This is an optimization exercise on Yosys and OpenROAD, whose aim is small area, a short achievable clock period and few clock cycles, not a production implementation. The RTL was checked by simulation tests, not by an equivalence proof against the original design. No activity file was given, so power comes from the tool's default toggle rates.

## run 1
// windowed_peak_boundary_picker_core
module windowed_peak_boundary_picker_core #(
    parameter int MAX_RADIUS = wpbp_pkg::MAX_RADIUS_DEF,
    parameter int PROB_BITS  = wpbp_pkg::PROB_BITS_DEF,
    localparam int CFG_W     = (PROB_BITS > wpbp_pkg::RADIUS_W) ? PROB_BITS
                                                                 : wpbp_pkg::RADIUS_W
) (
    input  logic                            i_clk,
    input  logic                            i_rst_n,
    input  logic                            i_cfg_we,
    input  logic [wpbp_pkg::CFG_IDX_W-1:0]  i_cfg_idx,
    input  logic [CFG_W-1:0]                i_cfg_data,
    input  logic                            i_in_valid,
    output logic                            o_in_stall,
    input  logic [PROB_BITS-1:0]            i_prob,
    input  logic                            i_barrier,
    input  logic                            i_valid_req,
    input  logic                            i_seq_last,
    output logic                            o_out_valid,
    input  logic                            i_out_stall,
    output logic                            o_boundary,
    output logic                            o_seq_end,
    output logic                            o_run_end
);
export LEC_CHECK = 0
export ABC_AREA = 1
export CAP_MARGIN = 20
export CORE_MARGIN = 2
export CORE_UTILIZATION = 60
export CTS_CLUSTER_DIAMETER = 120
export CTS_CLUSTER_SIZE = 24
export PLACE_DENSITY = 0.7
export SETUP_SLACK_MARGIN = 3.8
export SLEW_MARGIN = 20
create_clock -name core_clock -period 6.0 [get_ports {i_clk}]
run.sh (not shown) runs the stock make flow with config.mk's settings and CLKGATE_MAP_FILE= SYNTH_SCRIPT=/design/flow/synth_recipe.tcl, a recipe that flattens the netlist after the stock synthesis.
Testbench counts of run 1, summed over its fixed seeds: cycles 32,550.
--- input diff run 1..run 2 ---
# run 1
export LEC_CHECK = 0
export ABC_AREA = 1
export CAP_MARGIN = 20
export CORE_MARGIN = 2
export CORE_UTILIZATION = 60
export CTS_CLUSTER_DIAMETER = 120
export CTS_CLUSTER_SIZE = 24
export PLACE_DENSITY = 0.7
export SETUP_SLACK_MARGIN = 3.8
export SLEW_MARGIN = 20
create_clock -name core_clock -period 6.0 [get_ports {i_clk}]
# run 2
export LEC_CHECK = 0
export ABC_AREA = 1
export CAP_MARGIN = 20
export CORE_MARGIN = 2
export CORE_UTILIZATION = 80
export CTS_CLUSTER_DIAMETER = 120
export CTS_CLUSTER_SIZE = 24
export PLACE_DENSITY = 0.88
export SETUP_SLACK_MARGIN = 3.8
export SLEW_MARGIN = 20
create_clock -name core_clock -period 6.0 [get_ports {i_clk}]
==> comparison <==
Run 2 reports a lower total placed instance area than run 1 does. Number of setup buffers added after CTS for run 2 is higher than for run 1. Post-synthesis simple-gate area fraction came out exactly the same in run 1 and run 2. Looking at die span in x, run 2 sits about 13% lower than run 1 does. Of run 1 and run 2, only run 2 never reached the final stage.
Here is what was changed in the inputs of run 3 compared with run 2.
# run 2
export LEC_CHECK = 0
export ABC_AREA = 1
export CAP_MARGIN = 20
export CORE_MARGIN = 2
export CORE_UTILIZATION = 80
export CTS_CLUSTER_DIAMETER = 120
export CTS_CLUSTER_SIZE = 24
export PLACE_DENSITY = 0.88
export SETUP_SLACK_MARGIN = 3.8
export SLEW_MARGIN = 20
create_clock -name core_clock -period 6.0 [get_ports {i_clk}]
# run 3
export LEC_CHECK = 0
export ABC_AREA = 1
export CAP_MARGIN = 20
export CORE_MARGIN = 2
export CORE_UTILIZATION = 60
export CTS_CLUSTER_DIAMETER = 120
export CTS_CLUSTER_SIZE = 24
export PLACE_DENSITY = 0.7
export SETUP_SLACK_MARGIN = 3.7
export SLEW_MARGIN = 20
create_clock -name core_clock -period 6.0 [get_ports {i_clk}]
Notes after the runs:
Run 3 completed end to end with timing, DRC and antenna clean. Compared with run 2, in run 3 maximum level of the CTS H-tree about even; die boundary height rose 15%; register bit total from synthesis about even; synthesized cell count about even. Taking run 2 as the reference, in run 3 global placer's final weighted congestion down 0.083, simple-gate share of the synthesized area flat, number of cells in the design after placement up 111. As far as cell area after synthesis goes, run 2 and run 3 are indistinguishable; the numbers are identical. The number of core rows in run 3 sits 9 above the value recorded for run 2. Run 3 vs run 2, effective utilization at floorplan went down by 21 points. Number of buffers added for setup after CTS on run 3 is down relative to run 2.
Input-level comparison between run 4 and run 3:
# run 3
export LEC_CHECK = 0
export ABC_AREA = 1
export CAP_MARGIN = 20
export CORE_MARGIN = 2
export CORE_UTILIZATION = 60
export CTS_CLUSTER_DIAMETER = 120
export CTS_CLUSTER_SIZE = 24
export PLACE_DENSITY = 0.7
export SETUP_SLACK_MARGIN = 3.7
export SLEW_MARGIN = 20
create_clock -name core_clock -period 6.0 [get_ports {i_clk}]
# run 4
export LEC_CHECK = 0
export ABC_AREA = 1
export CAP_MARGIN = 20
export CORE_MARGIN = 2
export CORE_UTILIZATION = 40
export CTS_CLUSTER_DIAMETER = 120
export CTS_CLUSTER_SIZE = 24
export SETUP_SLACK_MARGIN = 3.8
export SLEW_MARGIN = 20
create_clock -name core_clock -period 6.0 [get_ports {i_clk}]
## What came out
Comparing post-route standard cell area excluding fillers for run 4 and run 3, the bigger number came from run 4.
Run 4 was carried through to the last stage, and its layout satisfied the timing, DRC and antenna checks.
Run 3 → run 4: count of clock buffers in the final design now sits lower; first-pass GRT wire length has increased; total power consumption of the routed design stayed essentially flat.
Run 3 was routed with more vias than run 4.
Looking only at detailed placement HPWL, and setting everything else aside, the higher value of run 4 and run 3 goes to run 4.
In terms of upper clock frequency limit, run 4 and run 3 differ only marginally.
Power per cell area in run 4 vs run 3: down about 1.6%
Re core utilization: run 4 and run 3 aren't equal, and the higher value belongs to run 3.
Run 4: number of cells on the worst reg-to-reg path is 10 higher than what run 3 reported.
Run 4 vs run 3: post-synthesis to final-layout area growth up
Cell with the biggest individual delay on the critical path = dfxtp_4: run 4; cell with the biggest individual delay on the critical path = clkdlybuf4s50_1: run 3


== job 2112 ==
Starting RTL as in the previous note.
Settings: LEC_CHECK=0, ABC_AREA=1, CAP_MARGIN=20, CORE_MARGIN=2, CORE_UTILIZATION=70, CTS_CLUSTER_DIAMETER=80, CTS_CLUSTER_SIZE=16, PLACE_DENSITY=0.8, SETUP_SLACK_MARGIN=3.8, SLEW_MARGIN=20; clock period 6.0 ns.
Testbench counts of job 2112, summed over its fixed seeds: cycles 32,550.
Inputs modified between job 2112 and job 7218:
# job 2112
export LEC_CHECK = 0
export ABC_AREA = 1
export CAP_MARGIN = 20
export CORE_MARGIN = 2
export CORE_UTILIZATION = 70
export CTS_CLUSTER_DIAMETER = 80
export CTS_CLUSTER_SIZE = 16
export PLACE_DENSITY = 0.8
export SETUP_SLACK_MARGIN = 3.8
export SLEW_MARGIN = 20
create_clock -name core_clock -period 6.0 [get_ports {i_clk}]
# job 7218
export LEC_CHECK = 0
export ABC_AREA = 1
export CAP_MARGIN = 20
export CORE_MARGIN = 2
export CORE_UTILIZATION = 70
export CTS_CLUSTER_DIAMETER = 120
export CTS_CLUSTER_SIZE = 24
export PLACE_DENSITY = 0.8
export SETUP_SLACK_MARGIN = 3.8
export SLEW_MARGIN = 20
create_clock -name core_clock -period 6.0 [get_ports {i_clk}]
--- outcome ---
- Of job 7218 and job 2112, job 7218 shows the lower total power, with job 2112 above it.
- Job 7218 vs. job 2112: maximum VDD drop went down 0.000083 V; ratio of routed vias to standard cells went down 0.035.
- On logic gate share of total power, the higher figure sits with job 7218, not job 2112.
- Job 7218: core utilization 2.3 points below job 2112
- Compared with job 2112, job 7218 shows total iterations of the first detailed-routing run lower by 1.
- Comparing job 2112 against job 7218, there is no change at all in starting density of the core.
- Compared with job 2112, job 7218 shows worst setup slack after layout higher by 0.0051 ns.
- Non-clock buffer count, job 7218 and job 2112, higher one = job 2112.
- Compared to job 2112, the routing of job 7218 uses less wire.
- Cmp job 7218 vs job 2112: biggest fanout along the worst timing path lower in job 7218
[inputs] job 9589 vs job 7218
# job 7218
export LEC_CHECK = 0
export ABC_AREA = 1
export CAP_MARGIN = 20
export CORE_MARGIN = 2
export CORE_UTILIZATION = 70
export CTS_CLUSTER_DIAMETER = 120
export CTS_CLUSTER_SIZE = 24
export PLACE_DENSITY = 0.8
export SETUP_SLACK_MARGIN = 3.8
export SLEW_MARGIN = 20
create_clock -name core_clock -period 6.0 [get_ports {i_clk}]
# job 9589
export LEC_CHECK = 0
export ABC_AREA = 1
export CAP_MARGIN = 20
export CORE_MARGIN = 2
export CORE_UTILIZATION = 70
export CTS_CLUSTER_DIAMETER = 120
export CTS_CLUSTER_SIZE = 24
export PLACE_DENSITY = 0.8
export SETUP_SLACK_MARGIN = 3.9
export SLEW_MARGIN = 20
create_clock -name core_clock -period 6.0 [get_ports {i_clk}]
Findings:
Total power (job 9589 over job 7218): increase, 1.3%
~same share of the clock period used by the worst path in job 9589 and job 7218
Looking only at proportion of power drawn by combinational gates, and setting everything else aside, the lower value of job 9589 and job 7218 goes to job 7218.
Job 9589 — total via count after detailed routing 2.2% higher, job 7218 as reference
Summary of the comparison: worst setup slack is lower in job 9589, relative to job 7218.
Maximum frequency across job 9589 and job 7218: no real change.

separate check: timing with driven ports:
Ports are ideal in the flow. The routed layouts listed here were re-timed in OpenROAD. Step 1 sets driving cells, clkbuf_16 on the clock port and buf_2 on the other inputs (assumed; they add their load-dependent delay and slew). Step 2 also shifts input and output timing later by t, the mid clock arrival at the registers, as if the neighbouring blocks saw the same clock. Three values: no drivers, after step 1, after step 2; two values: the first two.
run | t, ns | setup WS [ns] | slew at the worst register clock pin (ns) | worst slew at a driven data input, ns | cell pins on the clock port's net
run 1 | 0.612 | 3.741 / 3.693 / 3.226 | 0.10 / 0.10 | 0.07 | 1
run 3 | 0.629 | 3.701 / 3.673 / 3.081 | 0.10 / 0.10 | 0.08 | 1
run 4 | 0.635 | 3.699 / 3.648 / 3.185 | 0.10 / 0.10 | 0.09 | 1
job 2112 | 0.594 | 3.728 / 3.713 / 3.165 | 0.08 / 0.08 | 0.09 | 1
job 7218 | 0.627 | 3.733 / 3.683 / 3.232 | 0.10 / 0.10 | 0.09 | 1
job 9589 | 0.621 | 3.728 / 3.679 / 3.277 | 0.10 / 0.10 | 0.07 | 1
After both steps setup and hold are still met in every run listed. For run 3, which loses most, drivers alone change the setup slack by -0.028 ns; drivers and shift together by -0.620 ns.
